This is an optimization exercise on Yosys and OpenROAD, whose aim is small area and a short achievable clock period, not a production implementation.
Only simulation tests tie the RTL to the original design; equivalence was not proved.
No activity file was given, so power comes from the tool's default toggle rates.

Setup of maple:
==> flow/design.v <==
module sram_aoi222 (
    input  logic a1, a2, b1, b2, c1, c2,
    output logic y
);
    assign y = !((a1 && a2) || (b1 && b2) || (c1 && c2));
endmodule
module sram_aoi22 (
    input  logic a1, a2, b1, b2,
    output logic y
);
    assign y = !((a1 && a2) || (b1 && b2));
endmodule
module sram_andn #(
    parameter int N = 11
) (
    input  logic [N-1:0] t,
    output logic         y_n
);
    assign y_n = &t;
endmodule
module sram_lane (
    input  logic word_n,
    input  logic byte_n,
    output logic en
);
    assign en = !(word_n || byte_n);
endmodule
module sram_rdbit #(
    parameter int N = 32
) (
    input  logic [N-1:0] sel,
    input  logic [N-1:0] d,
    input  logic         ld_n,
    input  logic         hold_n,
    output logic         y_n
);
    localparam int NG = (N + 1) / 3;
    logic [N:0]    s_all;
    logic [N:0]    d_all;
    logic [NG-1:0] t;
    assign s_all = {ld_n, sel};
    assign d_all = {!hold_n, d};
    if (3*NG != N + 1) begin : g_bad
        $error("sram_rdbit: N + 1 must be a multiple of 3");
    end
    for (genvar g = 0; g < NG; g++) begin : g_aoi
        sram_aoi222 u_aoi (
            .a1(s_all[3*g]),   .a2(d_all[3*g]),
            .b1(s_all[3*g+1]), .b2(d_all[3*g+1]),
            .c1(s_all[3*g+2]), .c2(d_all[3*g+2]),
            .y(t[g])
        );
    end
    sram_andn #(.N(NG)) u_or (.t(t), .y_n(y_n));
endmodule
module sram_bank #(
    parameter int ADDR_WIDTH = 5,
    parameter int DATA_WIDTH = 64
) (
    input  logic                    clk,
    input  logic                    rst_n,
    input  logic                    req_valid,
    output logic                    req_ready,
    input  logic                    req_we,
    input  logic [ADDR_WIDTH-1:0]   req_addr,
    input  logic [DATA_WIDTH-1:0]   req_wdata,
    input  logic [DATA_WIDTH/8-1:0] req_be,
    output logic                    rsp_valid,
    input  logic                    rsp_ready,
    output logic [DATA_WIDTH-1:0]   rsp_rdata,
    output logic                    init_busy
);
    localparam int DEPTH = 2 ** ADDR_WIDTH;
    localparam int NB    = DATA_WIDTH / 8;
    localparam int LO    = ADDR_WIDTH / 2;          
    localparam int HI    = ADDR_WIDTH - LO;
    logic [DATA_WIDTH-1:0] mem_q [DEPTH];
    logic                  done_q;
    logic                  done_o_q;
    logic                  done_r_q;
    logic [ADDR_WIDTH-1:0] init_cnt;
    logic                  last_cnt;
    assign last_cnt = &init_cnt;
    always_ff @(posedge clk or negedge rst_n) begin
        if (!rst_n) begin
            done_q   <= 1'b0;
            done_o_q <= 1'b0;
            done_r_q <= 1'b0;
            init_cnt <= '0;
        end else begin
            done_q   <= done_q   || last_cnt;
            done_o_q <= done_o_q || last_cnt;
            done_r_q <= done_r_q || last_cnt;
            if (!done_q) init_cnt <= init_cnt + 1'b1;
        end
    end
    logic rv_q;
    logic rv_r_q;
    assign init_busy = rst_n && !done_o_q;
    assign req_ready = done_r_q && (!rv_r_q || rsp_ready);
    logic rsp_ld;        
    logic acc;           
    assign rsp_ld = !rv_q || rsp_ready;
    assign acc    = req_valid && rsp_ld;
    logic [ADDR_WIDTH-1:0] w_addr;
    logic [NB-1:0]         w_byte_n;
    logic [DATA_WIDTH-1:0] w_data;
    logic [2**LO-1:0]      w_lo;
    logic [2**HI-1:0]      w_hi;
    logic [DEPTH-1:0]      w_word_n;
    assign w_addr   = done_q ? req_addr : init_cnt;
    assign w_byte_n = done_q ? ~(req_be & {NB{acc && req_we}}) : '0;
    assign w_data   = done_q ? req_wdata : '0;
    always_comb begin
        for (int j = 0; j < 2**LO; j++) w_lo[j] = (w_addr[LO-1:0] == LO'(j));
        for (int k = 0; k < 2**HI; k++) w_hi[k] = (w_addr[ADDR_WIDTH-1:LO] == HI'(k));
        for (int w = 0; w < DEPTH; w++) w_word_n[w] = !(w_lo[w % 2**LO] && w_hi[w / 2**LO]);
    end
    for (genvar w = 0; w < DEPTH; w++) begin : g_word
        for (genvar b = 0; b < NB; b++) begin : g_byte
            logic lane_en;
            sram_lane u_lane (.word_n(w_word_n[w]), .byte_n(w_byte_n[b]), .en(lane_en));
            always_ff @(posedge clk) begin
                if (lane_en) begin
                    mem_q[w][8*b +: 8] <= w_data[8*b +: 8];
                end
            end
        end
    end
    logic                  rd_accept;
    logic [2**LO-1:0]      r_lo;
    logic [2**HI-1:0]      r_hi;
    logic [DEPTH-1:0]      rsel;
    logic                  rsp_ld_n;
    logic [DATA_WIDTH-1:0] rword_n;
    logic [DATA_WIDTH-1:0] rdata_n_q;
    assign rd_accept = done_q && acc && !req_we;
    always_comb begin
        for (int j = 0; j < 2**LO; j++) r_lo[j] = (req_addr[LO-1:0] == LO'(j));
        for (int k = 0; k < 2**HI; k++) r_hi[k] = rsp_ld && (req_addr[ADDR_WIDTH-1:LO] == HI'(k));
        for (int w = 0; w < DEPTH; w++) rsel[w] = r_lo[w % 2**LO] && r_hi[w / 2**LO];
    end
    assign rsp_ld_n = !rsp_ld;
    for (genvar i = 0; i < DATA_WIDTH; i++) begin : g_rd
        logic [DEPTH-1:0] col;
        for (genvar w = 0; w < DEPTH; w++) begin : g_col
            assign col[w] = mem_q[w][i];
        end
        sram_rdbit #(.N(DEPTH)) u_rd (
            .sel(rsel), .d(col), .ld_n(rsp_ld_n), .hold_n(rdata_n_q[i]), .y_n(rword_n[i])
        );
    end
    always_ff @(posedge clk or negedge rst_n) begin
        if (!rst_n) begin
            rsp_valid <= 1'b0;
            rv_q      <= 1'b0;
            rv_r_q    <= 1'b0;
        end else begin
            if (!rsp_valid || rsp_ready) rsp_valid <= rd_accept;
            if (!rv_q      || rsp_ready) rv_q      <= rd_accept;
            if (!rv_r_q    || rsp_ready) rv_r_q    <= rd_accept;
        end
    end
    always_ff @(posedge clk) begin
        rdata_n_q <= rword_n;
    end
    assign rsp_rdata = ~rdata_n_q;
endmodule
clock: 5.0 ns
lec_check: 0
cap_margin: 20
core_margin: 2
core_utilization: 50
setup_slack_margin: 2.6
slew_margin: 20
synth_hierarchical: 1
synth_minimum_keep_size: 0
standard.sh (not shown) runs the stock make flow with config.mk's settings and CLKGATE_MAP_FILE= SYNTH_SCRIPT=/design/flow/synth_recipe.tcl, a recipe that flattens the netlist after the stock synthesis.
==> flow/flow/run.sh <==
#!/bin/bash
# Standard ORFS layout (the standard.sh) with three changes:
#  - port buffers are sky130_fd_sc_hd__buf_2 cells,
#  - the resizer may swap a cell for one of another footprint,
#  - CTS clusters up to 25 sinks within 80 um and inserts no dummy loads.
# make's full output goes to flow_make.log here; ORFS's per-step logs stay
# under orfs/logs/.
set -euo pipefail
bash standard.sh \
  MATCH_CELL_FOOTPRINT=0 \
  "BUFFER_PORTS_ARGS=-buffer_cell sky130_fd_sc_hd__buf_2" \
  "CTS_ARGS=-sink_clustering_enable -repair_clock_nets -dont_use_dummy_load -sink_clustering_size 25 -sink_clustering_max_diameter 80" \
  finish > flow_make.log 2>&1
maple did not stop at any stage, and its layout met the timing, design-rule and antenna checks.
### maple -> sierra
Settings: a change of CORE_UTILIZATION from 50 to 60; an added PLACE_DENSITY of 0.72.
Results
Non-clock buffer count came out lower on sierra than on maple.
On total met2 wirelength after detailed routing: between maple and sierra, it ends up higher for maple.
Diff maple -> sierra: critical path depth +5, final period utilization higher, met1 track utilization from global routing went up by 5.9 points.
Compared with maple, sierra shows global-route usage higher by 5.1 points.
sierra: via count higher than maple
From maple to sierra the numbers moved as follows: final routed wirelength across all metal layers +1.1%; portion of total power attributed to combinational logic increased 0.2 points; minimum period implied by the final worst setup slack now larger; global-route wire length before repair went down.

==> re-timing with driven ports <==
Ports are ideal in the flow. The routed layouts listed here were re-timed in OpenROAD. Step 1: set_driving_cell puts a clkbuf_16 on clk and a buf_2 on each other input, an assumption about the parent block. Step 2 moves the port delays by t, midway between the first and last clock arrival at a register: inputs arrive t later, outputs are due t later. That takes back most of the time a late clock gives input paths. Three values: no drivers, after step 1, after step 2; two values: the first two.
run	t, ns	setup WS [ns]	worst setup path after step 2
maple	0.791	2.435 / 2.232 / 1.622	input to register
sierra	0.770	2.330 / 2.221 / 1.451	input to register
After both steps setup and hold are still met in every run listed. For sierra, which loses most, drivers alone change the setup slack by -0.109 ns; drivers and shift together by -0.879 ns.
